From an optimization exercise on the open Yosys and OpenROAD flow, aimed at small area; shortcuts taken in it are not production practice. In this exercise RTL edits were held to simulation tests only and were not proved equivalent to the original. No activity file was given, so power comes from the tool's default toggle rates.

### flow/config.mk
export PLATFORM = sky130hd
export DESIGN_NAME = regfile_mp_sb
export DESIGN_NICKNAME = regfile_mp_sb
export VERILOG_FILES = /design/flow/design.v
export SDC_FILE = /design/flow/constraint.sdc
export NUM_CORES = 4
export LEC_CHECK = 0
export CAP_MARGIN = 20
export CORE_MARGIN = 2
export CORE_UTILIZATION = 35
export CTS_BUF_LIST = sky130_fd_sc_hd__clkbuf_8
export CTS_CLUSTER_DIAMETER = 50
export CTS_CLUSTER_SIZE = 14
export PLACE_DENSITY = 0.6
export SETUP_SLACK_MARGIN = 0.2
export SLEW_MARGIN = 20
export SYNTH_HIERARCHICAL = 1
export SYNTH_MINIMUM_KEEP_SIZE = 0
### flow/constraint.sdc
create_clock -name core_clock -period 6.0 [get_ports {clk}]
set_input_delay 1.2000 -clock core_clock [delete_from_list [all_inputs] [get_ports {clk}]]
set_output_delay 1.2000 -clock core_clock [all_outputs]
set_load 0.01 [all_outputs]
### flow/design.v
package regfile_pkg;
  localparam int DEF_DATA_W = 32;
  localparam int DEF_NREGS  = 32;
  localparam int DEF_NRD    = 2;
  localparam int DEF_NWR    = 2;
  localparam int MAX_WR     = 16;
  function automatic int hi_match(input logic [MAX_WR-1:0] match);
    hi_match = 0;
    for (int i = 0; i < MAX_WR; i++) begin
      if (match[i]) hi_match = i;
    end
  endfunction
endpackage
module regfile_aoi222 (
  input  logic a1, b1, a2, b2, a3, b3,
  output logic y
);
  assign y = ~((a1 & b1) | (a2 & b2) | (a3 & b3));
endmodule
module regfile_scoreboard #(
  parameter int NREGS = 32
) (
  input  logic [NREGS-1:1] busy,
  input  logic [NREGS-1:1] hold,       
  input  logic [NREGS-1:1] claim_dec,  
  input  logic             claim_en,
  input  logic             flush,
  output logic             claim_ready,
  output logic [NREGS-1:1] busy_nxt
);
  logic claim_busy;
  assign claim_busy  = |(claim_dec & busy);
  assign claim_ready = !claim_busy && !flush;
  always_comb begin
    for (int k = 1; k < NREGS; k++)
      busy_nxt[k] = !flush && ((claim_dec[k] && claim_en && !claim_busy) || (busy[k] && hold[k]));
  end
endmodule
module regfile_mp_sb #(
  parameter int DATA_W   = regfile_pkg::DEF_DATA_W,
  parameter int NREGS    = regfile_pkg::DEF_NREGS,
  parameter int NRD      = regfile_pkg::DEF_NRD,
  parameter int NWR      = regfile_pkg::DEF_NWR,
  parameter int ZERO_REG = 1,
  parameter int AW       = $clog2(NREGS)
) (
  input  logic                  clk,
  input  logic                  rst_n,
  input  logic [NWR-1:0]        wb_en,
  input  logic [NWR*AW-1:0]     wb_idx,
  input  logic [NWR*DATA_W-1:0] wb_data,
  input  logic [NRD*AW-1:0]     rd_idx,
  output logic [NRD*DATA_W-1:0] rd_data,
  output logic [NRD-1:0]        rd_busy,
  input  logic                  claim_en,
  input  logic [AW-1:0]         claim_idx,
  output logic                  claim_ready,
  input  logic                  flush
);
  logic [NREGS-1:1] hit0, hit1, sel0, sel1, hold, claim_dec;
  always_comb begin
    for (int k = 1; k < NREGS; k++) begin
      hit0[k]      = wb_en[0] && (wb_idx[0*AW +: AW] == AW'(k));
      hit1[k]      = wb_en[1] && (wb_idx[1*AW +: AW] == AW'(k));
      claim_dec[k] = (claim_idx == AW'(k));
    end
    sel1 = hit1;
    sel0 = hit0 & ~hit1;
    hold = ~(hit0 | hit1);
  end
  logic [NREGS-1:1] busy, busy_nxt;
  regfile_scoreboard #(
    .NREGS (NREGS)
  ) u_scoreboard (
    .busy        (busy),
    .hold        (hold),
    .claim_dec   (claim_dec),
    .claim_en    (claim_en),
    .flush       (flush),
    .claim_ready (claim_ready),
    .busy_nxt    (busy_nxt)
  );
  always_ff @(posedge clk or negedge rst_n) begin
    if (!rst_n) busy <= '0;
    else        busy <= busy_nxt;
  end
  logic phase;
  always_ff @(posedge clk or negedge rst_n) begin
    if (!rst_n) phase <= 1'b0;
    else        phase <= ~phase;
  end
  logic [DATA_W-1:0] x0, x1;
  assign x0 = wb_data[0*DATA_W +: DATA_W] ^ {DATA_W{phase}};
  assign x1 = wb_data[1*DATA_W +: DATA_W] ^ {DATA_W{phase}};
  logic [DATA_W-1:0] q [NREGS];
  logic [NREGS-1:1]  valid;
  assign q[0] = '0;
  for (genvar k = 1; k < NREGS; k++) begin : g_reg
    logic [DATA_W-1:0] d;
    logic [DATA_W-1:0] r;
    for (genvar b = 0; b < DATA_W; b++) begin : g_bit
      regfile_aoi222 u_nxt (
        .a1(sel1[k]), .b1(x1[b]),
        .a2(sel0[k]), .b2(x0[b]),
        .a3(hold[k]), .b3(r[b]),
        .y (d[b])
      );
    end
    always_ff @(posedge clk) r <= d;
    assign q[k] = r;
    always_ff @(posedge clk or negedge rst_n) begin
      if (!rst_n) valid[k] <= 1'b0;
      else        valid[k] <= valid[k] | ~hold[k];
    end
  end
  localparam int NGRP = (NREGS - 1) / 3;    
  for (genvar rp = 0; rp < NRD; rp++) begin : g_rd
    logic [AW-1:0]    idx;
    logic [NREGS-1:1] dec;
    logic [NREGS-1:0] sel;
    logic             tv;
    assign idx = rd_idx[rp*AW +: AW];
    always_comb begin
      for (int k = 1; k < NREGS; k++) dec[k] = (idx == AW'(k));
    end
    assign sel = {dec & valid, 1'b0};
    assign tv  = |sel & phase;
    for (genvar b = 0; b < DATA_W; b++) begin : g_bit
      logic [NGRP-1:0] yg;
      logic            yl;
      for (genvar g = 0; g < NGRP; g++) begin : g_grp
        regfile_aoi222 u_and_or (
          .a1(sel[3*g+1]), .b1(q[3*g+1][b]),
          .a2(sel[3*g+2]), .b2(q[3*g+2][b]),
          .a3(sel[3*g+3]), .b3(q[3*g+3][b]),
          .y (yg[g])
        );
      end
      always_comb begin
        yl = 1'b1;
        for (int k = 3*NGRP + 1; k < NREGS; k++) yl = yl & ~(sel[k] & q[k][b]);
      end
      assign rd_data[rp*DATA_W + b] = ~(&{yg, yl}) ^ tv;
    end
    assign rd_busy[rp] = |(dec & busy);
  end
endmodule
### flow/flow/run.sh
#!/bin/bash
# The standard layout (standard.sh) with a few options changed through
# ORFS's own variables:
#  * port buffers are the smallest buffer (buf_1) instead of a 4-stage delay
#    buffer;
#  * clock tree synthesis inserts no dummy loads and uses clkbuf_8 only;
#  * the largest buffers, inverters and gates (drive 8 and up, and the
#    4x XOR/XNOR) are added to the don't-use list, so the resizer builds
#    trees of small buffers for the high-fanout select and data nets.
# Everything else (synthesis script, floorplan, power grid, taps, routing) is
# the standard flow. Its output goes to standard.log; ORFS keeps each step's
# log under orfs/logs/.
set -euo pipefail
export BUFFER_PORTS_ARGS="-buffer_cell sky130_fd_sc_hd__buf_1"
export CTS_ARGS="-sink_clustering_enable -repair_clock_nets -dont_use_dummy_load -sink_clustering_size 14 -sink_clustering_max_diameter 50 -buf_list {sky130_fd_sc_hd__clkbuf_8}"
# The platform's own list, then the extra cells.
platform="probe_p_8 probec_p_8 lpflow_bleeder_1
  lpflow_clkbufkapwr_1 lpflow_clkbufkapwr_16 lpflow_clkbufkapwr_2 lpflow_clkbufkapwr_4 lpflow_clkbufkapwr_8
  lpflow_clkinvkapwr_1 lpflow_clkinvkapwr_16 lpflow_clkinvkapwr_2 lpflow_clkinvkapwr_4 lpflow_clkinvkapwr_8
  lpflow_decapkapwr_12 lpflow_decapkapwr_3 lpflow_decapkapwr_4 lpflow_decapkapwr_6 lpflow_decapkapwr_8
  lpflow_inputiso0n_1 lpflow_inputiso0p_1 lpflow_inputiso1n_1 lpflow_inputiso1p_1 lpflow_inputisolatch_1
  lpflow_isobufsrc_1 lpflow_isobufsrc_16 lpflow_isobufsrc_2 lpflow_isobufsrc_4 lpflow_isobufsrc_8
  lpflow_isobufsrckapwr_16 lpflow_lsbuf_lh_hl_isowell_tap_1 lpflow_lsbuf_lh_hl_isowell_tap_2
  lpflow_lsbuf_lh_hl_isowell_tap_4 lpflow_lsbuf_lh_isowell_4 lpflow_lsbuf_lh_isowell_tap_1
  lpflow_lsbuf_lh_isowell_tap_2 lpflow_lsbuf_lh_isowell_tap_4"
extra="buf_8 buf_12 buf_16 bufbuf_8 bufbuf_16 bufinv_8 bufinv_16 clkbuf_16 clkinv_8 clkinv_16
  ebufn_8 einvn_8 einvp_8 inv_8 inv_12 inv_16 mux2_8 nand2_8 nor2_8 xor2_4 xnor2_4"
dont_use=""
for c in $platform $extra; do dont_use="$dont_use sky130_fd_sc_hd__$c"; done
bash standard.sh "DONT_USE_CELLS=${dont_use# }" finish > standard.log 2>&1
### flow/standard.sh
#!/bin/bash
# synth_recipe.tcl (not shown) runs the flow's synth.tcl, then flattens the netlist and writes it again
# the make line also repeats each setting of config.mk as NAME=value (left out here)
make -C /OpenROAD-flow-scripts/flow DESIGN_CONFIG=/design/flow/config.mk WORK_HOME=/design/flow/orfs CLKGATE_MAP_FILE= SYNTH_SCRIPT=/design/flow/synth_recipe.tcl "${@:-finish}"
==> results.yml, run 1 <==
power:
  switchingPower_mw: 6.51
  power_density_mw_per_mm2: 375
  vdd_drop_max_v: 0.000202
  pwr-share-clk_pct: 21.9
  power_mw: 19.3
  pwr-share-seq_pct: 56.3
  p_leak_nw: 17.7
  internal-power_mw: 12.8
  combPwrFrac_pct: 21.7
  sw_frac_of_total_pct: 33.7
floorplan:
  die-area_mm2: 0.129
  rows: 130
  ioPinCount: 162
  die-height_um: 359
  core-area_mm2: 0.125
  start_util_pct: 35.2
  dieWidth_um: 359
worst_setup_path:
  rrSetupSlack_ns: 2.36
  critPathMaxStageDelay_ns: 0.68
  startpoint_type: "input pin"
  cp.arrival_ns: 4.67
  r2r_start: "phase$_DFF_PN0_"
  cp_cell_sequence: "buf_1, nor2b_1, buf_2, and3_1, buf_2, a222oi_1, nand2_1, a2111oi_2, buf_2, xor2_1, buf_1"
  required_ns: 4.80
  reg2regPathDepth: 4
  crit_type: "in2out"
  crit_buf_inv: 5
  cp_top_family: "buffers and inverters"
  cp_max_fo: 18
  cp-end-kind: "output port"
  critPathSlowestCell: "a2111oi_2"
  r2r-end: "g_reg[3].r[9]$_DFF_P_"
  crit_top_cell: "buf_2"
synth:
  syn_area_mm2: 0.0442
  synth_seq_cells: 1055
  ys_async_sr_fraction_pct: 5.97
  syn_avg_cell_area_um2: 11.9
  synth_cells: 3718
  yosysSeqAreaShare_pct: 48.5
  synth_ff_type: "dfxtp_1"
  synth_edf_count: 0
  syn_nets: 3813
  ys_warn_count: 10
  ys_types: 53
placed_design:
  dp_cells: 5818
  dpl_worst_slack_ns: -0.107
  port_buffers: 161
  postPlaceCellArea_mm2: 0.0496
  gp_congestion: 1.00
  post-dp-hpwl_um: 155000
sta:
  relSlewSlack_pct: 15.2
  finalHoldViolations: 0
  whs_ns: 0.225
  setup-violations-final: 0
  worst_clock_skew_ns: 0.0993
  post-route-min-period_ns: 5.87
  fmaxAchievable_ghz: 0.170
  maxSlewViolCount: 0
  setup_tns_ns: 0
  fin_ws_ns: 0.129
  worst_slew_pin_slew_ns: 1.27
  post-route-period-util_pct: 97.9
  grt_setup_unrepaired: "true"
clock_tree:
  cts_buffer_depth: 3
  clock_sinks: 1055
  tritoncts: "yes"
  cts_made_buffers: 116
  htree_levels: 3
  root_buffer: "clkbuf_8"
  clkTransAtPathRegs_ns: 0.07
  worstSkewPairLatency_ns: 0.88
  cts_setup_buffers: 0
routing:
  wl_per_cell_um: 41.8
  vias: 51400
  wl_um: 248000
  drt-pass1-iter-count: 17
  drcViolationCount: 0
  drt_first_iter_violations: 18200
  vias_per_cell: 8.64
  ant_nets: 0
finish:
  final_cell_area_mm2: 0.0515
  layout_common_cells: "a222oi_1, dfxtp_1, buf_2, buf_1, nand4_1"
  fin_nets: 4386
  layout.cells.non_filler: 5944
  drive_above_1_share_pct: 17.5
  area_growth_pct: 16.6
  layout_commonest_cell: "a222oi_1"
  fin_util_pct: 41.1
global_routing:
  grt_pass1_vias: 47600
  antenna_found_initial: 7
  track_usage_pct: 36.1
  grt_start_max_net_pins: 59
  overflow: 0
  grt_pass1_wl_um: 348000
flow_run:
  maxCapViolations: 0
hold_path:
  hold_path.class: "in2async"
run_status:
  run_status: "complete, no violations"
## how the worst max path moves through the flow
stage               startpoint          end  slack, ns  cells past startpoint
global route         rd_idx[7]  rd_data[50]       0.09                     11
detailed placement   rd_idx[3]  rd_data[11]      -0.11                     11
CTS                  rd_idx[1]  rd_data[13]       0.22                     12
global placement     rd_idx[3]  rd_data[14]      -0.86                     11
floorplan            rd_idx[9]  rd_data[32]       0.91                      8
finish               rd_idx[0]  rd_data[11]       0.13                     11
## modules after synthesis, one instance, submodules excluded, a selection
module	cells	flip-flops and latches	cell area [um^2]	copies in the design
regfile_aoi222	1	0	10.0	1632
regfile_mp_sb	1962	1055	27000	1
## registers in the layout (all words and copies together), names as in the netlist
name	count
g.r	992
phase	1
valid	31
busy	31
## cells by family after synthesis
group	Yosys count	share of synthesized area (%)
buf+inv	78	0.782
simple gates	650	7.85
flops	1055	48.5
mux	13	0.334
compound gates	1794	40.0
xor+xnor	128	2.54
## worst reg2reg max path: stages (launching register included)
cell      delay [ns]
dfrtp_4         1.06
buf_2           0.80
xor2_2          0.99
buf_2           0.53
a222oi_1        0.14
## power by group through the flow
stage | combinational [mW] | clock, mW | sequential, mW
finish | 4.20 | 4.24 | 10.9
detailed placement | 3.99 | 0 | 10.9
CTS | 4.02 | 4.22 | 10.8
global route | 4.41 | 4.49 | 11.1
global placement | 3.89 | 0 | 10.8
floorplan | 2.59 | 0 | 10.4
## layer usage
metal  wire length (um)  GRT usage, %  vias to the layer above
met2              95500          48.8                     5681
met4              20100          23.9                        9
met5                103         0.296                        -
met3              45800          13.5                     1069
li1                   -             -                    19700
met1              86800          47.3                    24900
## timing repair
item                       in CTS  in global routing
gates resized for setup        24                 44
pin swaps                       2                  7
setup endpoints to repair      40                 58
gates cloned                    0                  0
hold buffers                    0                  0
## area by class of cell
| class | instances | area, um^2 |
|---|---|---|
| antenna | 5 | 12.5 |
| clock buffer | 116 | 1600 |
| fill | 12200 | 73900 |
| inverter | 12 | 45.0 |
| multi-input combinational | 2585 | 23800 |
| sequential | 1055 | 21400 |
| tap | 1650 | 2060 |
| timing repair buffer | 521 | 2550 |
## cells in the mapped netlist, types with 10 or more instances
cell type | n | area [um^2]
buf_1 | 10 | 37.5
nor3b_1 | 11 | 82.6
o21ai_0 | 15 | 75.1
dfxtp_1 | 992 | 19900
or3_1 | 33 | 206
and3_1 | 55 | 344
nand2_1 | 123 | 462
nand4_1 | 136 | 851
a2111oi_0 | 64 | 561
nor2_1 | 129 | 484
inv_1 | 12 | 45.0
nand3b_1 | 38 | 285
clkbuf_1 | 44 | 165
dfrtp_1 | 63 | 1580
nand3_1 | 26 | 130
o21ai_2 | 29 | 254
a22oi_1 | 15 | 113
xor2_1 | 128 | 1120
nor3_1 | 45 | 225
a222oi_1 | 1632 | 16300
nor2b_1 | 15 | 93.8
==> inputs of run 2 (changes only) <==
--- a/flow/design.v
+++ b/flow/design.v
@@ -16,6 +16,21 @@
   output logic y
 );
   assign y = ~((a1 & b1) | (a2 & b2) | (a3 & b3));
+endmodule
+module regfile_nand2 (input logic a, b, output logic y);
+  assign y = ~(a & b);
+endmodule
+module regfile_nand3 (input logic a, b, c, output logic y);
+  assign y = ~(a & b & c);
+endmodule
+module regfile_nand4 (input logic a, b, c, d, output logic y);
+  assign y = ~(a & b & c & d);
+endmodule
+module regfile_or3 (input logic a, b, c, output logic y);
+  assign y = a | b | c;
+endmodule
+module regfile_xor2 (input logic a, b, output logic y);
+  assign y = a ^ b;
 endmodule
 module regfile_scoreboard #(
   parameter int NREGS = 32
@@ -127,7 +142,6 @@
     assign tv  = |sel & phase;
     for (genvar b = 0; b < DATA_W; b++) begin : g_bit
       logic [NGRP-1:0] yg;
-      logic            yl;
       for (genvar g = 0; g < NGRP; g++) begin : g_grp
         regfile_aoi222 u_and_or (
           .a1(sel[3*g+1]), .b1(q[3*g+1][b]),
@@ -136,11 +150,13 @@
           .y (yg[g])
         );
       end
-      always_comb begin
-        yl = 1'b1;
-        for (int k = 3*NGRP + 1; k < NREGS; k++) yl = yl & ~(sel[k] & q[k][b]);
-      end
-      assign rd_data[rp*DATA_W + b] = ~(&{yg, yl}) ^ tv;
+      logic yl, p0, p1, p2, o;
+      regfile_nand2 u_yl (.a(sel[31]), .b(q[31][b]), .y(yl));
+      regfile_nand4 u_p0 (.a(yg[0]), .b(yg[1]), .c(yg[2]), .d(yg[3]), .y(p0));
+      regfile_nand4 u_p1 (.a(yg[4]), .b(yg[5]), .c(yg[6]), .d(yg[7]), .y(p1));
+      regfile_nand3 u_p2 (.a(yg[8]), .b(yg[9]), .c(yl), .y(p2));
+      regfile_or3   u_or (.a(p0), .b(p1), .c(p2), .y(o));
+      regfile_xor2  u_o  (.a(o), .b(tv), .y(rd_data[rp*DATA_W + b]));
     end
     assign rd_busy[rp] = |(dec & busy);
   end
==> run 2 against run 1 <==
  * Non-clock buffer count down 38
  * Global-route usage rose by 0.33 points
  * Clock power shrank 1%
  * Maximum frequency fell by 0.63%
  * Synthesized cell count increased by 1.7%
  * Clock skew up 0.030 ns
  * First-iteration DRC count is 9.5% higher
  * Critical path type unchanged
  * Combinational power fell by 1%
  * Die area rose by 0.48%
==> results.yml, run 2 <==
synth:
  ys_types: 64
  yosysSeqAreaShare_pct: 48.3
  synth_top_area_share_pct: 44.7
  synth_ff_type: "dfxtp_1"
  syn_area_mm2: 0.0444
  netlist_top_cells_count: "a222oi_1, dfxtp_1, nor2_1"
  synth_seq_cells: 1055
  ys_async_sr_fraction_pct: 5.97
  syn_avg_cell_area_um2: 11.7
  synth_edf_count: 0
  synth_area_leaders: "dfxtp_1, a222oi_1, dfrtp_1"
  syn_nets: 3877
  ys_warn_count: 10
  synth_cells: 3782
  synth_most_common_cell: "a222oi_1"
  synth_area_leader_cell: "dfxtp_1"
worst_setup_path:
  cp_cell_sequence: "buf_1, nor3b_4, and3_2, buf_2, a222oi_1, nand4_1, or3_4, xor2_2, buf_2, buf_1"
  cp.arrival_ns: 4.71
  startpoint_type: "input pin"
  required_ns: 4.80
  r2r_start: "phase$_DFF_PN0_"
  cp_max_fo: 12
  crit_buf_inv: 4
  cp-end-kind: "output port"
  critPathSlowestCell: "and3_2"
  rrSetupSlack_ns: 2.33
  r2r-end: "g_reg[20].r[6]$_DFF_P_"
  reg2regPathDepth: 4
  cp_top_family: "simple AND/OR/NAND/NOR gates"
  critPathMaxStageDelay_ns: 0.69
  crit_type: "in2out"
sta:
  worst_clock_skew_ns: 0.129
  relSlewSlack_pct: 15.1
  setup-violations-final: 0
  fmaxAchievable_ghz: 0.169
  whs_ns: 0.403
  post-route-period-util_pct: 98.5
  maxSlewViolCount: 0
  post-route-min-period_ns: 5.91
  setup_tns_ns: 0
  grt_setup_unrepaired: "true"
  finalHoldViolations: 0
  worst_slew_pin_slew_ns: 1.27
global_routing:
  antenna_found_initial: 9
  grt_pass1_wl_um: 351000
  overflow: 0
  grt_start_max_net_pins: 40
  grt_pass1_vias: 47700
  track_usage_pct: 36.4
clock_tree:
  cts_made_buffers: 112
  clock_sinks: 1055
  worstSkewPairLatency_ns: 0.88
  cts_setup_buffers: 0
  cts_buffer_depth: 3
  tritoncts: "yes"
  htree_levels: 3
  clkTransAtPathRegs_ns: 0.08
  postCtsHoldBufs: 0
  root_buffer: "clkbuf_8"
flow_run:
  maxCapViolations: 0
routing:
  wl_um: 253000
  drcViolationCount: 0
  vias_per_cell: 8.77
  drt-pass1-iter-count: 28
  drt_first_iter_violations: 20000
  vias: 52400
  wl_per_cell_um: 42.3
  ant_nets: 0
floorplan:
  start_util_pct: 35.3
  ioPinCount: 162
  die-area_mm2: 0.130
  rows: 130
  dieWidth_um: 360
  die-height_um: 360
  core-area_mm2: 0.126
finish:
  fin_nets: 4415
  drive_above_1_share_pct: 16.4
  largest_reg_flops: 992
  layout_common_cells: "a222oi_1, dfxtp_1, buf_2, buf_1, nand4_1"
  layout_commonest_cell: "a222oi_1"
  regMostFlops: "g.r"
  area_growth_pct: 15.9
  top_regs: "g.r x992, busy x31, valid x31"
power:
  power_density_mw_per_mm2: 374
  vdd_drop_max_v: 0.000205
  p_leak_nw: 17.8
placed_design:
  post-dp-hpwl_um: 157000
  port_buffers: 161
  gp_congestion: 1.06
run_status:
  run_status: "complete, no violations"
hold_path:
  hold_path.class: "in2async"
[run 2: cells by family after synthesis]
| kind of cell | count (synthesis) | share of synthesized area (%) |
|---|---|---|
| compound gates | 1733 | 38.6 |
| simple gates | 786 | 9.52 |
| buf+inv | 65 | 0.640 |
| mux | 15 | 0.386 |
| xor+xnor | 128 | 2.53 |
| flops | 1055 | 48.3 |
[run 2: cell type report]
type | instances | area, um^2
Fill cell | 12200 | 74300
Inverter | 5 | 18.8
Antenna cell | 7 | 17.5
Tap cell | 1650 | 2060
Sequential cell | 1055 | 21400
Timing Repair Buffer | 483 | 2400
Clock buffer | 112 | 1540
Multi-Input combinational cell | 2663 | 24000
[run 2: layer usage]
metal  GRT usage, %  wire length, um
met5              0               67
met4           23.9            22400
met3           15.4            47300
met2           48.7            95600
met1           47.2            87500
[run 2: modules after synthesis (local to each module, per instance), excerpt]
| module | area (um^2) | times used | cells inside |
|---|---|---|---|
| regfile_mp_sb | 24900 | 1 | 1642 |
| regfile_nand3 | 5.00 | 64 | 1 |
| regfile_aoi222 | 10.0 | 1632 | 1 |
| regfile_nand2 | 3.75 | 64 | 1 |
| regfile_or3 | 6.26 | 64 | 1 |
| regfile_nand4 | 6.26 | 128 | 1 |
| regfile_xor2 | 8.76 | 64 | 1 |
[run 2: how the worst max path moves through the flow]
stage,from,endpoint,slack [ns],cells past startpoint
global route,rd_idx[4],rd_data[23],0.17,11
CTS,rd_idx[4],rd_data[23],0.19,11
detailed placement,rd_idx[0],rd_data[23],-0.19,10
finish,rd_idx[4],rd_data[23],0.09,10
floorplan,rd_idx[4],rd_data[0],0.56,7
global placement,rd_idx[0],rd_data[23],-0.17,10
[run 2: repair_timing]
item	in CTS	in global routing
endpoints found under the hold margin	0	0
pin swaps	0	2
setup endpoints to repair	4	58
resized for setup	6	13
cloned	0	1
[run 2: power by group]
part | switching (mW) | leakage [nW] | internal, mW | total, mW
Clock | 2.54 | 0.805 | 1.64 | 4.18
Sequential | 1.76 | 9.17 | 9.18 | 10.9
Combinational | 2.26 | 7.80 | 1.88 | 4.14
Total | 6.56 | 17.8 | 12.7 | 19.3
[run 2: through the flow]
stage	cell area (um^2)	utilization [%]	setup WS [ns]	cells	power [mW]
5_1_grt	51400	40.9	0.167	5969	19.9
6_report	51500	40.9	0.0917	5975	19.3
3_5_place_dp	49800	39.6	-0.186	5851	14.9
2_1_floorplan	44400	-	0.560	3782	13.1
3_3_place_gp	49800	39.6	-0.170	5851	14.7
4_1_cts	51300	40.8	0.188	5963	18.9
==> inputs of run 3 (changes only) <==
--- a/flow/flow/run.sh
+++ b/flow/flow/run.sh
@@ -3,7 +3,7 @@
 # ORFS's own variables:
 #  * port buffers are the smallest buffer (buf_1) instead of a 4-stage delay
 #    buffer;
-#  * clock tree synthesis inserts no dummy loads and uses clkbuf_8 only;
+#  * clock tree synthesis inserts no dummy loads and uses clkbuf_4 only;
 #  * the largest buffers, inverters and gates (drive 8 and up, and the
 #    4x XOR/XNOR) are added to the don't-use list, so the resizer builds
 #    trees of small buffers for the high-fanout select and data nets.
@@ -12,7 +12,7 @@
 # log under orfs/logs/.
 set -euo pipefail
 export BUFFER_PORTS_ARGS="-buffer_cell sky130_fd_sc_hd__buf_1"
-export CTS_ARGS="-sink_clustering_enable -repair_clock_nets -dont_use_dummy_load -sink_clustering_size 14 -sink_clustering_max_diameter 50 -buf_list {sky130_fd_sc_hd__clkbuf_8}"
+export CTS_ARGS="-sink_clustering_enable -repair_clock_nets -dont_use_dummy_load -sink_clustering_size 7 -sink_clustering_max_diameter 40 -buf_list {sky130_fd_sc_hd__clkbuf_4}"
 # The platform's own list, then the extra cells.
 platform="probe_p_8 probec_p_8 lpflow_bleeder_1
   lpflow_clkbufkapwr_1 lpflow_clkbufkapwr_16 lpflow_clkbufkapwr_2 lpflow_clkbufkapwr_4 lpflow_clkbufkapwr_8
--- a/flow/config.mk
+++ b/flow/config.mk
@@ -8,9 +8,9 @@
 export CAP_MARGIN = 20
 export CORE_MARGIN = 2
 export CORE_UTILIZATION = 35
-export CTS_BUF_LIST = sky130_fd_sc_hd__clkbuf_8
-export CTS_CLUSTER_DIAMETER = 50
-export CTS_CLUSTER_SIZE = 14
+export CTS_BUF_LIST = sky130_fd_sc_hd__clkbuf_4
+export CTS_CLUSTER_DIAMETER = 40
+export CTS_CLUSTER_SIZE = 7
 export PLACE_DENSITY = 0.6
 export SETUP_SLACK_MARGIN = 0.2
 export SLEW_MARGIN = 20
==> run 3 against run 2 <==
  * Final cell count grew 1.2%
  * First-iteration DRC count grew 1.7%
  * Worst setup slack gained 0.013 ns
  * Largest cell class unchanged
  * Maximum frequency up 0.22%
  * Synthesized cell count stayed put
  * Die area unchanged
  * Still clean
==> results.yml, run 3 <==
run_status:
  run_status: "complete, no violations"
floorplan:
  die-height_um: 360
  start_util_pct: 35.3
  die-area_mm2: 0.130
  rows: 130
  ioPinCount: 162
  core-area_mm2: 0.126
  dieWidth_um: 360
power:
  vdd_drop_max_v: 0.000238
  power_density_mw_per_mm2: 372
  p_leak_nw: 17.8
finish:
  regMostFlops: "g.r"
  largest_reg_flops: 992
  layout_common_cells: "a222oi_1, dfxtp_1, buf_2, clkbuf_4, buf_1"
  drive_above_1_share_pct: 17.7
  fillers: 12300
  area_growth_pct: 15.5
  top_regs: "g.r x992, busy x31, valid x31"
  layout_commonest_cell: "a222oi_1"
  fin_nets: 4481
synth:
  ys_types: 64
  synth_area_leader_cell: "dfxtp_1"
  synth_seq_cells: 1055
  synth_cells: 3782
  synth_ff_type: "dfxtp_1"
  yosysSeqAreaShare_pct: 48.3
  netlist_top_cells_count: "a222oi_1, dfxtp_1, nor2_1"
  synth_top_area_share_pct: 44.7
  syn_avg_cell_area_um2: 11.7
  ys_warn_count: 10
  ys_async_sr_fraction_pct: 5.97
  synth_most_common_cell: "a222oi_1"
  synth_edf_count: 0
  synth_area_leaders: "dfxtp_1, a222oi_1, dfrtp_1"
  syn_area_mm2: 0.0444
  syn_nets: 3877
routing:
  wl_per_cell_um: 42.1
  drt-met1-wl_um: 87600
  wl_um: 254000
  drcViolationCount: 0
  drt_first_iter_violations: 20300
  vias: 52900
  dr_wl_met3_um: 49100
  wl_met2_um: 95900
  ant_nets: 0
  drt-pass1-iter-count: 22
  highest_layer: "met5"
  vias_per_cell: 8.74
worst_setup_path:
  cp.arrival_ns: 4.70
  required_ns: 4.80
  crit_type: "in2out"
  startpoint_type: "input pin"
  cp-end-kind: "output port"
  cp_max_fo: 21
clock_tree:
  tritoncts: "yes"
  worstSkewPairLatency_ns: 1.29
  clock_sinks: 1055
  clkTransAtPathRegs_ns: 0.08
  root_buffer: "clkbuf_4"
  postCtsHoldBufs: 0
  htree_levels: 4
  cts_buffer_depth: 3
  cts_made_buffers: 181
global_routing:
  track_usage_pct: 36.7
  overflow: 0
  grt_start_max_net_pins: 40
  antenna_found_initial: 9
  grt_pass1_wl_um: 353000
  grt_pass1_vias: 48300
placed_design:
  post-dp-hpwl_um: 157000
  gp_congestion: 1.06
  port_buffers: 161
  dpl_worst_slack_ns: -0.186
sta:
  worst_clock_skew_ns: 0.0904
  finalHoldViolations: 0
  maxSlewViolCount: 0
  setup-violations-final: 0
  post-route-period-util_pct: 98.3
  post-route-min-period_ns: 5.90
  setup_tns_ns: 0
  fin_ws_ns: 0.105
  relSlewSlack_pct: 16.8
  worst_slew_pin_slew_ns: 1.25
  fmaxAchievable_ghz: 0.170
  grt_setup_unrepaired: "false"
hold_path:
  hold_path.class: "in2async"
flow_run:
  maxCapViolations: 0
==> run 3: cell counts after synthesis <==
Identical to the previous run, type by type.
==> run 3: power by group <==
part | internal, mW | switching [mW]
Clock | 1.37 | 2.62
Sequential | 9.17 | 1.76
Combinational | 1.88 | 2.26
Total | 12.4 | 6.65
==> run 3: cell type report <==
type,instances,area (um^2),share of cell area [%]
Sequential cell,1055,21400,41.8
Timing Repair Buffer,480,2370,4.63
Antenna cell,15,37.5,0.0732
Multi-Input combinational cell,2663,24000,46.8
Inverter,5,18.8,0.0366
Clock buffer,181,1360,2.65
Tap cell,1650,2060,4.03
==> run 3: per-layer routing <==
layer | track usage (%) | vias up
li1 | - | 20000
met1 | 47.3 | 25400
met2 | 48.6 | 6165
met3 | 16.2 | 1281
met4 | 24.6 | 8
met5 | 0.185 | -
==> run 3: worst paths after layout <==
check | startpoint | endpoint | slack, ns | depth (start not counted)
max | rd_idx[9] | rd_data[58] | 0.10 | 9
min | rst_n | valid[25]$_DFF_PN0_ | 0.04 | 1
max in group asynchronous | rst_n | phase$_DFF_PN0_ | 4.84 | 2
min in group core_clock | g_reg[14].r[19]$_DFF_P_ | g_reg[14].r[19]$_DFF_P_ | 0.49 | 1
min reg2reg | g_reg[14].r[19]$_DFF_P_ | g_reg[14].r[19]$_DFF_P_ | 0.49 | 1
max reg2reg | phase$_DFF_PN0_ | g_reg[18].r[22]$_DFF_P_ | 2.41 | 4
==> run 3: critical path, stage by stage <==
cell and delay, ns:
buf_1 0.37, and3b_1 0.36, and3_4 0.44, or4_1 0.61
nand4b_1 0.19, o31a_2 0.57, buf_2 0.21, xor2_1 0.51
buf_1 0.21
==> run 3: cell families after synthesis <==
group / count (synthesis) / share of synthesized area, %
buffers and inverters: 65 / 0.640
AND/OR/NAND/NOR: 786 / 9.52
XOR/XNOR: 128 / 2.53
multiplexers: 15 / 0.386
flip-flops: 1055 / 48.3
AO/OA/AOI/OAI: 1733 / 38.6
==> run 3: per-module statistics from Yosys (local to each module, per instance), excerpt <==
module / times used / flops+latches
regfile_mp_sb: 1 / 1055
regfile_aoi222: 1632 / 0
regfile_xor2: 64 / 0
regfile_nand4: 128 / 0
regfile_or3: 64 / 0
regfile_nand3: 64 / 0
regfile_nand2: 64 / 0
==> run 3: per-stage QoR <==
| step | std cells | power, mW | utilization (%) | cell area, um^2 | hold slack (ns) |
|---|---|---|---|---|---|
| 3_5_place_dp | 5851 | 14.9 | 39.6 | 49800 | 0.471 |
| 2_1_floorplan | 3782 | 13.1 | - | 44400 | 0.445 |
| 4_1_cts | 6032 | 18.7 | 40.7 | 51200 | 0.0417 |
| 6_report | 6049 | 19.1 | 40.8 | 51300 | 0.0378 |
| 3_3_place_gp | 5851 | 14.7 | 39.6 | 49800 | 0.463 |
| 5_1_grt | 6044 | 19.7 | 40.8 | 51300 | 0.0342 |
==> run 3: repair_timing <==
| action | 4_1_cts | 5_1_grt |
|---|---|---|
| gates resized for setup | 6 | 13 |
| pin swaps | 0 | 6 |
| setup endpoints to repair | 4 | 57 |
| cloned | 0 | 1 |
| setup buffers | 0 | 0 |
==> inputs of run 4 (changes only) <==
--- a/flow/flow/run.sh
+++ b/flow/flow/run.sh
@@ -4,9 +4,10 @@
 #  * port buffers are the smallest buffer (buf_1) instead of a 4-stage delay
 #    buffer;
 #  * clock tree synthesis inserts no dummy loads and uses clkbuf_4 only;
-#  * the largest buffers, inverters and gates (drive 8 and up, and the
-#    4x XOR/XNOR) are added to the don't-use list, so the resizer builds
-#    trees of small buffers for the high-fanout select and data nets.
+#  * the largest buffers, inverters and gates (drive 8 and up, the 2x/4x
+#    XOR/XNOR and the 4x NAND/NOR/AND/OR) are added to the don't-use list,
+#    so the resizer drives the high-fanout select and data nets with small
+#    gates and buffers.
 # Everything else (synthesis script, floorplan, power grid, taps, routing) is
 # the standard flow. Its output goes to standard.log; ORFS keeps each step's
 # log under orfs/logs/.
@@ -24,7 +25,8 @@
   lpflow_lsbuf_lh_hl_isowell_tap_4 lpflow_lsbuf_lh_isowell_4 lpflow_lsbuf_lh_isowell_tap_1
   lpflow_lsbuf_lh_isowell_tap_2 lpflow_lsbuf_lh_isowell_tap_4"
 extra="buf_8 buf_12 buf_16 bufbuf_8 bufbuf_16 bufinv_8 bufinv_16 clkbuf_16 clkinv_8 clkinv_16
-  ebufn_8 einvn_8 einvp_8 inv_8 inv_12 inv_16 mux2_8 nand2_8 nor2_8 xor2_4 xnor2_4"
+  ebufn_8 einvn_8 einvp_8 inv_8 inv_12 inv_16 mux2_8 nand2_8 nor2_8 xor2_4 xnor2_4
+  xor2_2 xnor2_2 nor2_4 nand2_4 nor3_4 nand3_4 and3_4 or3_4 and2_4 or2_4"
 dont_use=""
 for c in $platform $extra; do dont_use="$dont_use sky130_fd_sc_hd__$c"; done
 bash standard.sh "DONT_USE_CELLS=${dont_use# }" finish > standard.log 2>&1
==> run 4 against run 3 <==
  * Combinational power decreased by 1%
  * Global-route usage shrank 0.81 points
  * Clock skew increased by 0.047 ns
  * Still clean on timing, DRC and antenna
  * First-iteration DRC count fell by 2.3%
  * Via count shrank 0.93%
  * Register-to-register slack better by 0.52 ns
  * Worst setup slack lost 0.043 ns
  * Non-clock buffer count grew 13
  * Critical endpoint is now rd_data[16]
==> results.yml, run 4 <==
finish:
  fillers: 12400
  largest_reg_flops: 992
  final-seq-area_mm2: 0.0214
  top_regs: "g.r x992, busy x31, valid x31"
  drive_above_1_share_pct: 16.4
  layout_common_cells: "a222oi_1, dfxtp_1, buf_2, clkbuf_4, buf_1"
  multi_input_comb_area_mm2: 0.0231
  fin_util_pct: 40.1
  layout_commonest_cell: "a222oi_1"
  area_growth_pct: 13.7
  regMostFlops: "g.r"
  fin_nets: 4493
synth:
  synth_xor_area_share_pct: 2.53
  ys_async_sr_fraction_pct: 5.97
  synth-compound-area-share_pct: 38.7
  synth_area_leaders: "dfxtp_1, a222oi_1, dfrtp_1"
  yosysSeqAreaShare_pct: 48.3
  synthAdderAreaFrac_pct: 0
  ys_warn_count: 10
  ys_types: 63
  netlist_top_cells_count: "a222oi_1, dfxtp_1, nor2_1"
  synth_edf_count: 0
  synth_most_common_cell: "a222oi_1"
  synth_seq_cells: 1055
  syn_avg_cell_area_um2: 11.7
  synthMuxAreaShare_pct: 0.386
  synth_top_area_share_pct: 44.7
  synth_ff_type: "dfxtp_1"
  post_synth_and_or_nand_nor_area_fraction_pct: 9.51
  synth_area_leader_cell: "dfxtp_1"
  syn_area_mm2: 0.0444
  syn_nets: 3877
  synth_cells: 3782
  synth_top_family_by_area: "compound AO/OA/AOI/OAI gates"
worst_setup_path:
  crit_type: "in2out"
  cp_max_fo: 10
  required_ns: 4.80
  startpoint_type: "input pin"
  cp.arrival_ns: 4.74
  cp-end-kind: "output port"
routing:
  drcViolationCount: 0
  vias: 52400
  drt-pass1-iter-count: 19
  wl_per_cell_um: 40.8
  vias_per_cell: 8.65
  wl_um: 247000
  ant_nets: 0
  drt_first_iter_violations: 19900
global_routing:
  track_usage_pct: 35.8
  grt_pass1_wl_um: 347000
  grt_pass1_vias: 47700
  antenna_found_initial: 9
  grt_start_max_net_pins: 45
  overflow: 0
run_status:
  run_status: "complete, no violations"
sta:
  finalHoldViolations: 0
  worst_slew_pin_slew_ns: 1.30
  maxSlewViolCount: 0
  setup_tns_ns: 0
  grt_setup_unrepaired: "true"
  worst_clock_skew_ns: 0.138
  post-route-min-period_ns: 5.94
  fmaxAchievable_ghz: 0.168
  relSlewSlack_pct: 13.1
  setup-violations-final: 0
  post-route-period-util_pct: 99.0
floorplan:
  start_util_pct: 35.3
  rows: 130
  die-area_mm2: 0.130
  core-area_mm2: 0.126
  die-height_um: 360
  ioPinCount: 162
  dieWidth_um: 360
clock_tree:
  clock_sinks: 1055
  root_buffer: "clkbuf_4"
  cts_made_buffers: 181
  postCtsHoldBufs: 0
  htree_levels: 4
  cts_buffer_depth: 3
  worstSkewPairLatency_ns: 1.27
  tritoncts: "yes"
  clkTransAtPathRegs_ns: 0.08
power:
  power_density_mw_per_mm2: 377
  vdd_drop_max_v: 0.000224
  power_mw: 19.0
  p_leak_nw: 17.6
placed_design:
  gp_congestion: 1.01
  post-dp-hpwl_um: 155000
  port_buffers: 161
flow_run:
  maxCapViolations: 0
hold_path:
  hold_path.class: "in2async"
-- run 4: cell count changes after synthesis, sizes merged --
cell / before / now
clkbuf: 36 / 41
buf: 24 / 19
-- run 4: report_power, final --
group | switching (mW) | total, mW | internal, mW
registers | 1.76 | 10.9 | 9.17
clock network | 2.63 | 4.00 | 1.37
logic | 2.23 | 4.09 | 1.86
total | 6.62 | 19.0 | 12.4
-- run 4: final timing paths --
check                                       startpoint                       to  slack, ns  cells after the start
worst max-delay path                         rd_idx[2]              rd_data[16]       0.06                     11
worst min-delay path                             rst_n      valid[31]$_DFF_PN0_       0.12                      1
worst max register to register         phase$_DFF_PN0_  g_reg[15].r[26]$_DFF_P_       2.93                      4
worst min register to register  g_reg[29].r[8]$_DFF_P_   g_reg[29].r[8]$_DFF_P_       0.48                      1
max in group asynchronous                        rst_n       valid[6]$_DFF_PN0_       4.77                      2
min in group core_clock                    wb_data[30]  g_reg[12].r[30]$_DFF_P_       0.46                      3
-- run 4: kinds of logic after synthesis --
| group | after synthesis |
|---|---|
| DFF | 1055 |
| and+or+nand+nor | 786 |
| muxes | 15 |
| xor gates and xnor gates | 128 |
| AOI/OAI and AO/OA | 1733 |
| buffers and inverters | 65 |
-- run 4: layout make-up --
class / count / share of cell area, %
Multi-Input combinational cell: 2662 / 45.8
Sequential cell: 1055 / 42.5
Timing Repair Buffer: 493 / 4.87
Tap cell: 1650 / 4.09
Clock buffer: 181 / 2.69
Antenna cell: 12 / 0.0595
Inverter: 5 / 0.0372
-- run 4: repair_timing --
action	4_1_cts	5_1_grt
resized for setup	11	4
buffers inserted	3	0
pin swaps	3	2
endpoints found under the setup margin	4	14
-- run 4: critical path: stages --
cell	delay [ns]
buf_1	0.12
buf_2	0.21
and2_2	0.28
buf_2	0.16
and3_2	0.34
buf_4	0.27
a222oi_1	0.35
nand4_1	0.41
or3_1	0.51
xor2_1	0.63
buf_1	0.23
-- run 4: stage by stage --
stage	std cells	hold slack, ns	setup slack (ns)	cell area [um^2]
after global placement	5850	0.463	-0.198	48900
after CTS	6037	0.0841	0.240	50300
final	6058	0.123	0.0614	50500
after global routing	6055	0.149	0.0939	50500
after detailed placement	5853	0.473	-0.160	48900
after floorplan	3782	0.445	0.560	44400
-- run 4: routing by layer --
| layer | share of wire [%] | vias up | wire length, um | GRT usage [%] |
|---|---|---|---|---|
| met5 | 0.019 | - | 47 | 0.370 |
| met4 | 7.4 | 4 | 18400 | 22.6 |
| met3 | 19 | 1027 | 46400 | 13.7 |
| met2 | 38 | 5968 | 95300 | 48.1 |
| met1 | 35 | 25300 | 87300 | 47.6 |
| li1 | - | 20100 | - | - |
-- run 4: per-module statistics from Yosys (local to each module, per instance), excerpt --
module / cells inside / copies in the design / flip-flops and latches
regfile_mp_sb: 1642 / 1 / 1055
regfile_or3: 1 / 64 / 0
regfile_xor2: 1 / 64 / 0
regfile_nand4: 1 / 128 / 0
regfile_aoi222: 1 / 1632 / 0
regfile_nand2: 1 / 64 / 0
regfile_nand3: 1 / 64 / 0
==> inputs of run 5 (changes only) <==
--- a/flow/flow/run.sh
+++ b/flow/flow/run.sh
@@ -13,7 +13,7 @@
 # log under orfs/logs/.
 set -euo pipefail
 export BUFFER_PORTS_ARGS="-buffer_cell sky130_fd_sc_hd__buf_1"
-export CTS_ARGS="-sink_clustering_enable -repair_clock_nets -dont_use_dummy_load -sink_clustering_size 7 -sink_clustering_max_diameter 40 -buf_list {sky130_fd_sc_hd__clkbuf_4}"
+export CTS_ARGS="-sink_clustering_enable -repair_clock_nets -dont_use_dummy_load -sink_clustering_size 9 -sink_clustering_max_diameter 45 -buf_list {sky130_fd_sc_hd__clkbuf_4}"
 # The platform's own list, then the extra cells.
 platform="probe_p_8 probec_p_8 lpflow_bleeder_1
   lpflow_clkbufkapwr_1 lpflow_clkbufkapwr_16 lpflow_clkbufkapwr_2 lpflow_clkbufkapwr_4 lpflow_clkbufkapwr_8
--- a/flow/config.mk
+++ b/flow/config.mk
@@ -9,9 +9,9 @@
 export CORE_MARGIN = 2
 export CORE_UTILIZATION = 35
 export CTS_BUF_LIST = sky130_fd_sc_hd__clkbuf_4
-export CTS_CLUSTER_DIAMETER = 40
-export CTS_CLUSTER_SIZE = 7
-export PLACE_DENSITY = 0.6
+export CTS_CLUSTER_DIAMETER = 45
+export CTS_CLUSTER_SIZE = 9
+export PLACE_DENSITY = 0.68
 export SETUP_SLACK_MARGIN = 0.2
 export SLEW_MARGIN = 20
 export SYNTH_HIERARCHICAL = 1
==> run 5 against run 4 <==
  * Still clean on timing, DRC and antenna
  * Sequential share of layout area fell by 0.11 points
  * Register-to-register slack got worse by 0.60 ns
  * Final area rose by 0.27%
  * Final cell count rose by 0.51%
  * Hold slack improved by 0.089 ns
  * Largest power group unchanged
==> results.yml, run 5 <==
synth:
  synth-compound-area-share_pct: 38.7
  synth_ff_type: "dfxtp_1"
  ys_warn_count: 10
  synth_edf_count: 0
  netlist_top_cells_count: "a222oi_1, dfxtp_1, nor2_1"
  ys_types: 63
  synth_seq_cells: 1055
  synth_cells: 3782
  synthAdderAreaFrac_pct: 0
  synthMuxAreaShare_pct: 0.386
  ys_async_sr_fraction_pct: 5.97
  post_synth_and_or_nand_nor_area_fraction_pct: 9.51
  syn_area_mm2: 0.0444
  synth_most_common_cell: "a222oi_1"
  yosysSeqAreaShare_pct: 48.3
  synth_area_leader_cell: "dfxtp_1"
  synth_area_leaders: "dfxtp_1, a222oi_1, dfrtp_1"
  syn_nets: 3877
  synth_xor_area_share_pct: 2.53
  syn_avg_cell_area_um2: 11.7
  synth_top_area_share_pct: 44.7
  synth_top_family_by_area: "compound AO/OA/AOI/OAI gates"
clock_tree:
  postCtsHoldBufs: 0
  worstSkewPairLatency_ns: 1.24
  root_buffer: "clkbuf_4"
  htree_levels: 4
  clkTransAtPathRegs_ns: 0.10
  tritoncts: "yes"
  cts_made_buffers: 145
  cts_buffer_depth: 3
  clock_sinks: 1055
worst_setup_path:
  crit_buf_inv: 4
  r2r-end: "g_reg[13].r[7]$_DFF_P_"
  critPathSlowestCell: "and3_2"
  required_ns: 4.80
  cp_cell_sequence: "buf_1, nor2b_1, buf_4, and3_2, a222oi_1, nand4_1, or3_1, xor2_1, buf_2, buf_1"
  crit_type: "in2out"
  crit_top_cell: "buf_1"
  cp_top_family: "simple AND/OR/NAND/NOR gates"
  cp_max_fo: 32
  reg2regPathDepth: 4
  cp.arrival_ns: 4.68
  critPathMaxStageDelay_ns: 0.87
  r2r_start: "phase$_DFF_PN0_"
  cp-end-kind: "output port"
  startpoint_type: "input pin"
  rrSetupSlack_ns: 2.33
sta:
  setup-violations-final: 0
  worst_clock_skew_ns: 0.138
  finalHoldViolations: 0
  post-route-min-period_ns: 5.88
  grt_setup_unrepaired: "true"
  relSlewSlack_pct: 4.31
  fmaxAchievable_ghz: 0.170
  post-route-period-util_pct: 97.9
  worst_slew_pin_slew_ns: 1.44
  setup_tns_ns: 0
  maxSlewViolCount: 0
global_routing:
  antenna_found_initial: 21
  grt_pass1_wl_um: 344000
  grt_pass1_vias: 48000
  overflow: 0
  track_usage_pct: 35.5
  grt_start_max_net_pins: 37
placed_design:
  dp_cells: 5866
  post-dp-hpwl_um: 150000
  port_buffers: 161
  gp_congestion: 1.02
routing:
  wl_per_cell_um: 40.8
  ant_nets: 0
  wl_um: 249000
  drt_first_iter_violations: 22400
  drt-pass1-iter-count: 22
  drcViolationCount: 0
  vias_per_cell: 8.77
  vias: 53400
floorplan:
  core-area_mm2: 0.126
  rows: 130
  dieWidth_um: 360
  die-area_mm2: 0.130
  start_util_pct: 35.3
  die-height_um: 360
  ioPinCount: 162
finish:
  fin_util_pct: 40.2
  top_regs: "g.r x992, busy x31, valid x31"
  drive_above_1_share_pct: 16.8
  layout_commonest_cell: "a222oi_1"
  layout_common_cells: "a222oi_1, dfxtp_1, buf_2, buf_1, clkbuf_4"
  largest_reg_flops: 992
  area_growth_pct: 14.0
  regMostFlops: "g.r"
  layout.cells.non_filler: 6089
  fin_nets: 4516
power:
  p_leak_nw: 17.8
  vdd_drop_max_v: 0.000212
  power_density_mw_per_mm2: 371
  power_mw: 18.7
run_status:
  run_status: "complete, no violations"
hold_path:
  hold_path.class: "in2async"
flow_run:
  maxCapViolations: 0
[run 5: cell counts after synthesis]
Identical to the previous run, type by type.
[run 5: what timing repair did]
item,in CTS,in global routing
gates cloned,2,4
buffers inserted,0,49
endpoints found under the setup margin,3,30
pin swaps,4,15
gates resized for setup,5,25
[run 5: area by class of cell]
cell class	count	area (um^2)
Multi-Input combinational cell	2666	23100
Sequential cell	1055	21400
Tap cell	1650	2060
Antenna cell	20	50.0
Timing Repair Buffer	548	2780
Clock buffer	145	1090
Inverter	5	18.8
Fill cell	12300	75100
[run 5: worst max-delay path by stage]
| stage | start | to | slack [ns] | depth (start not counted) |
|---|---|---|---|---|
| 2_1_floorplan | rd_idx[4] | rd_data[0] | 0.56 | 7 |
| 3_3_place_gp | rd_idx[7] | rd_data[48] | 0.1 | 8 |
| 3_5_place_dp | rd_idx[1] | rd_data[23] | 0.15 | 10 |
| 4_1_cts | rd_idx[2] | rd_data[23] | 0.18 | 11 |
| 5_1_grt | rd_idx[6] | rd_data[52] | 0.19 | 11 |
| 6_report | rd_idx[2] | rd_data[23] | 0.12 | 10 |
[run 5: report_power, final]
group	leakage [nW]	internal (mW)	switching [mW]
clock	0.667	1.11	2.51
sequential	9.17	9.17	1.76
combinational	7.97	1.91	2.30
[run 5: per-layer routing]
layer	vias up	share of wire [%]	track usage (%)
met2	6346	37	47.3
met1	25500	34	45.4
met4	29	9.2	24.1
met3	1412	20	15.3
li1	20200	-	-
met5	-	0.25	1.41
[run 5: per-stage QoR]
step	hold WS [ns]	setup WS, ns	instance area, um^2
global route	0.268	0.190	50600
floorplan	0.445	0.560	44400
finish	0.211	0.125	50600
CTS	0.202	0.182	50200
global placement	0.463	0.0970	49000
detailed placement	0.471	0.149	49100
[run 5: kinds of logic after synthesis]
logic type | after synthesis
multiplexers | 15
AND/OR/NAND/NOR | 786
buffers and inverters | 65
XOR/XNOR | 128
flip-flops | 1055
AO/OA/AOI/OAI | 1733
[run 5: modules after synthesis (local to each module, per instance), excerpt]
| module | flip-flops and latches | times used | cells |
|---|---|---|---|
| regfile_aoi222 | 0 | 1632 | 1 |
| regfile_nand2 | 0 | 64 | 1 |
| regfile_nand3 | 0 | 64 | 1 |
| regfile_nand4 | 0 | 128 | 1 |
| regfile_or3 | 0 | 64 | 1 |
| regfile_xor2 | 0 | 64 | 1 |

## afterwards: timing with drivers on the ports
How much do the figures lean on ideal ports? The routed layouts below were timed once more, with nothing changed but the port constraints. Step 1: set_driving_cell puts a clkbuf_16 on clk and a buf_2 on each other input, an assumption about the parent block. Step 2 moves the port delays by t, midway between the first and last clock arrival at a register: inputs arrive t later, outputs are due t later. That takes back most of the time a late clock gives input paths. Three values: no drivers, after step 1, after step 2; two values: the first two.
run | shift t [ns] | setup slack, ns | hold WS [ns] | clock arrival spread, ns
run 1 | 0.895 | 0.129 / 0.099 / 0.099 | 0.225 / 0.167 / 0.480 | 0.123 / 0.122
run 2 | 0.896 | 0.092 / 0.060 / 0.060 | 0.403 / 0.351 / 0.485 | 0.181 / 0.180
run 3 | 1.282 | 0.105 / 0.079 / 0.079 | 0.038 / -0.013 / 0.485 | 0.164 / 0.164
run 4 | 1.252 | 0.061 / 0.019 / 0.019 | 0.123 / 0.079 / 0.485 | 0.188 / 0.187
run 5 | 1.220 | 0.125 / 0.071 / 0.071 | 0.211 / 0.162 / 0.487 | 0.196 / 0.195
After both steps setup and hold are still met in every run listed. For run 5, which loses most, drivers alone change the setup slack by -0.054 ns; drivers and shift together by -0.054 ns.
